What follows belongs to an exercise in optimizing a design on an open flow for small area; a production flow would make more cautious choices.
In this exercise RTL edits were held to simulation tests only and were not proved equivalent to the original.
Power figures rest on the tool's default switching activity, not on a simulated workload.

## job 3397
// lcd_hd44780_receiver
module lcd_hd44780_receiver #(
    parameter int unsigned POWER_CYCLES = 15000,
    parameter int unsigned CMD_CYCLES   = 37,
    parameter int unsigned CLEAR_CYCLES = 1520
) (
    input  logic       clk,
    input  logic       reset,
    input  logic       lcd_e,
    input  logic       lcd_rs,
    input  logic       lcd_rw,
    input  logic [3:0] lcd_d,
    output logic [3:0] lcd_d_out,
    output logic       lcd_d_oe,
    output logic       busy,
    output logic [6:0] ac,
    output logic       mode_4bit,
    output logic       display_on,
    output logic       cursor_on,
    output logic       blink_on,
    output logic       byte_valid,
    output logic       byte_rs,
    output logic [7:0] byte_data,
    output logic       protocol_err,
    input  logic [6:0] dbg_addr,
    output logic [7:0] dbg_char
);
export LEC_CHECK = 0
export CAP_MARGIN = 20
export CORE_MARGIN = 2
export CORE_UTILIZATION = 40
export CTS_BUF_LIST = sky130_fd_sc_hd__clkbuf_16
export CTS_CLUSTER_DIAMETER = 100
export CTS_CLUSTER_SIZE = 30
export SLEW_MARGIN = 20
export SYNTH_HIERARCHICAL = 1
create_clock -name core_clock -period 10.0 [get_ports {clk}]
standard.sh (not shown) runs the stock make flow with config.mk's settings and CLKGATE_MAP_FILE= SYNTH_SCRIPT=/design/flow/synth_recipe.tcl, a recipe that flattens the netlist after the stock synthesis.
==> flow/flow/run.sh <==
#!/bin/bash
# The standard layout (the standard.sh, standard synthesis unchanged) with two changes:
# the port buffers are the smallest buffer cell, and clock tree synthesis clusters sinks under
# clkbuf_8 leaf buffers without dummy loads.
# Each tool's output goes to the ORFS logs under orfs/logs and to standard.log here.
set -euo pipefail
export BUFFER_PORTS_ARGS="-buffer_cell sky130_fd_sc_hd__buf_1"
export CTS_ARGS="-sink_clustering_enable -repair_clock_nets -sink_clustering_size 18 -sink_clustering_max_diameter 60 -buf_list sky130_fd_sc_hd__clkbuf_8 -dont_use_dummy_load"
bash standard.sh > standard.log 2>&1
[inputs] job 2409 vs job 3397
--- a/flow/design.v
+++ b/flow/design.v
@@ -18,76 +18,84 @@
     output logic       cursor_on,
     output logic       blink_on,
     output logic       byte_valid,
     output logic       byte_rs,
     output logic [7:0] byte_data,
     output logic       protocol_err,
     input  logic [6:0] dbg_addr,
     output logic [7:0] dbg_char
 );
     localparam int unsigned BMAX = (CLEAR_CYCLES > CMD_CYCLES) ? CLEAR_CYCLES : CMD_CYCLES;
-    localparam int unsigned CMAX = (POWER_CYCLES + 1 > BMAX) ? POWER_CYCLES + 1 : BMAX;
+    localparam int unsigned CMAX = (POWER_CYCLES > BMAX) ? POWER_CYCLES : BMAX;
     localparam int CW = $clog2(CMAX + 1);
-    typedef enum logic [1:0] {S_BOOT = 2'b00, S_HI = 2'b10, S_LO = 2'b11} state_e;
+    typedef enum logic [1:0] {S_PWR, S_BOOT, S_HI, S_LO} state_e;
     logic [2:0]       e_sync_q, rs_sync_q, rw_sync_q;
     logic [2:0][3:0]  d_sync_q;
     logic             e_s2, e_s3, rs_s2, rs_s3, rw_s2, rw_s3, fall;
     logic [3:0]       d_s3;
     state_e           state_q, state_d;
     logic [CW-1:0]    cnt_q, cnt_d;
     logic [3:0]       hi_nib_q, hi_nib_d;
     logic [6:0]       ac_q, ac_d;
     logic             id_q, id_d;
     logic [2:0]       dcb_q, dcb_d;
-    logic             err_q, err_d;
+    logic             mode_q, mode_d, err_q, err_d;
     logic             bv_q, bv_d, brs_q, brs_d;
     logic [7:0]       bdata_q;
     logic             bseen_q;
     logic             acc;
     logic [7:0]       byte_w;
     logic             mem_we, mem_clr;
     logic             cnt_zero;
     assign e_s2   = e_sync_q[1];
     assign e_s3   = e_sync_q[2];
     assign rs_s2  = rs_sync_q[1];
     assign rs_s3  = rs_sync_q[2];
     assign rw_s2  = rw_sync_q[1];
     assign rw_s3  = rw_sync_q[2];
     assign d_s3   = d_sync_q[2];
     assign fall   = e_s3 & ~e_s2;
     assign byte_w = {hi_nib_q, d_s3};
     assign cnt_zero = (cnt_q == '0);
-    assign busy = !cnt_zero;
+    assign busy = (state_q == S_PWR) || !cnt_zero;
     logic       ac_up;
     logic [6:0] ac_step;
     assign ac_up   = rs_s3 ? id_q : byte_w[2];
     assign ac_step = ac_q + {{6{~ac_up}}, 1'b1};
     always_comb begin
         state_d   = state_q;
         cnt_d     = cnt_zero ? cnt_q : cnt_q - CW'(1);
         hi_nib_d  = hi_nib_q;
         ac_d      = ac_q;
         id_d      = id_q;
         dcb_d     = dcb_q;
+        mode_d    = mode_q;
         err_d     = err_q;
         bv_d      = 1'b0;
         brs_d     = brs_q;
         acc       = 1'b0;
         mem_we    = 1'b0;
         mem_clr   = 1'b0;
-        case (state_q)
+        unique case (state_q)
+            S_PWR: begin
+                if (cnt_zero) state_d = S_BOOT;
+                if (fall) err_d = 1'b1;
+            end
             S_BOOT: if (fall) begin
                 if (rw_s3 || rs_s3 || !cnt_zero || !(d_s3 == 4'h3 || d_s3 == 4'h2)) begin
                     err_d = 1'b1;
                 end else begin
                     cnt_d = CW'(CMD_CYCLES);
-                    if (d_s3 == 4'h2) state_d = S_HI;
+                    if (d_s3 == 4'h2) begin
+                        state_d = S_HI;
+                        mode_d  = 1'b1;
+                    end
                 end
             end
             S_HI: if (fall) begin
                 state_d  = S_LO;
                 hi_nib_d = d_s3;
                 if (rw_s3 && rs_s3) err_d = 1'b1;
             end
             S_LO: if (fall) begin
                 state_d = S_HI;
                 if (rw_s3) begin
@@ -118,47 +126,48 @@
                                 mem_clr = 1'b1;
                                 ac_d    = 7'd0;
                                 id_d    = 1'b1;
                                 cnt_d   = CW'(CLEAR_CYCLES);
                             end
                             default: ;
                         endcase
                     end
                 end
             end
-            default: ;
         endcase
     end
     always_ff @(posedge clk) begin
         rs_sync_q <= {rs_sync_q[1:0], lcd_rs};
         rw_sync_q <= {rw_sync_q[1:0], lcd_rw};
         d_sync_q  <= {d_sync_q[1:0], lcd_d};
         hi_nib_q  <= hi_nib_d;
         if (acc && !reset) bdata_q <= byte_w;
         if (reset) begin
             e_sync_q  <= '0;
-            state_q   <= S_BOOT;
-            cnt_q     <= CW'(POWER_CYCLES + 1);
+            state_q   <= S_PWR;
+            cnt_q     <= CW'(POWER_CYCLES);
             ac_q      <= '0;
             id_q      <= 1'b1;
             dcb_q     <= '0;
+            mode_q    <= 1'b0;
             err_q     <= 1'b0;
             bv_q      <= 1'b0;
             brs_q     <= 1'b0;
             bseen_q   <= 1'b0;
         end else begin
             e_sync_q  <= {e_sync_q[1:0], lcd_e};
             state_q   <= state_d;
             cnt_q     <= cnt_d;
             ac_q      <= ac_d;
             id_q      <= id_d;
             dcb_q     <= dcb_d;
+            mode_q    <= mode_d;
             err_q     <= err_d;
             bv_q      <= bv_d;
             brs_q     <= brs_d;
             if (acc) bseen_q <= 1'b1;
         end
     end
     logic [127:0][7:0] ring_q;
     logic [6:0]        rot_q;         
     logic              pv_q;          
     logic [6:0]        pa_q;          
@@ -222,21 +231,21 @@
     always_ff @(posedge clk) begin
         if (reset) dbg_q <= '0;
         else       dbg_q <= rd_d;
     end
     always_comb begin
         lcd_d_out = 4'h0;
         if (lcd_d_oe && !rs_s2) lcd_d_out = (state_q == S_LO) ? ac_q[3:0] : {busy, ac_q[6:4]};
     end
     assign lcd_d_oe     = rw_s2 & e_s2;
     assign ac           = ac_q;
-    assign mode_4bit    = state_q[1];
+    assign mode_4bit    = mode_q;
     assign display_on   = dcb_q[2];
     assign cursor_on    = dcb_q[1];
     assign blink_on     = dcb_q[0];
     assign byte_valid   = bv_q;
     assign byte_rs      = brs_q;
     assign byte_data    = bdata_q & {8{bseen_q}};
     assign protocol_err = err_q;
     assign dbg_char     = dbg_q;
 endmodule
 module lcd_aoi222 (
==> notes.md <==
Job 3397 -> job 2409: post-route total power decreased by more than 10%. Job 2409 and job 3397 ended up with roughly the same post-route core utilization. Diff job 3397 -> job 2409: simple logic cell fraction of the synthesized area increased 0.17 points, final-stage net count decreased about 1.2%, combinational cell fraction of total power decreased 11 points. For maximum frequency from static timing analysis, job 3397 and job 2409 come out practically identical.

## separate check: timing with driven ports
The results above use ideal ports. As a check the final layouts listed here were re-extracted and re-timed, cells and wires unchanged. Step 1: set_driving_cell puts a clkbuf_16 on clk and a buf_2 on each other input, an assumption about the parent block. Step 2 times the ports against the registers' clock, not the clock port: input delays grow and output delays shrink by t, the midpoint of the rising clock arrivals with the driver on. a / b / c = no drivers / after step 1 / after step 2; a / b = the first two.
run	shift t [ns]	setup WS [ns]	worst setup path at the end	clock arrival spread, ns	slew at the worst register clock pin (ns)
job 3397	0.731	3.492 / 3.531 / 2.800	input to register	0.084 / 0.084	0.11 / 0.11
job 2409	0.734	3.485 / 3.513 / 2.779	input to register	0.077 / 0.077	0.12 / 0.12
After both steps every run listed still meets setup and hold. For job 2409, which loses most, drivers alone change the setup slack by +0.028 ns; drivers and shift together by -0.706 ns.
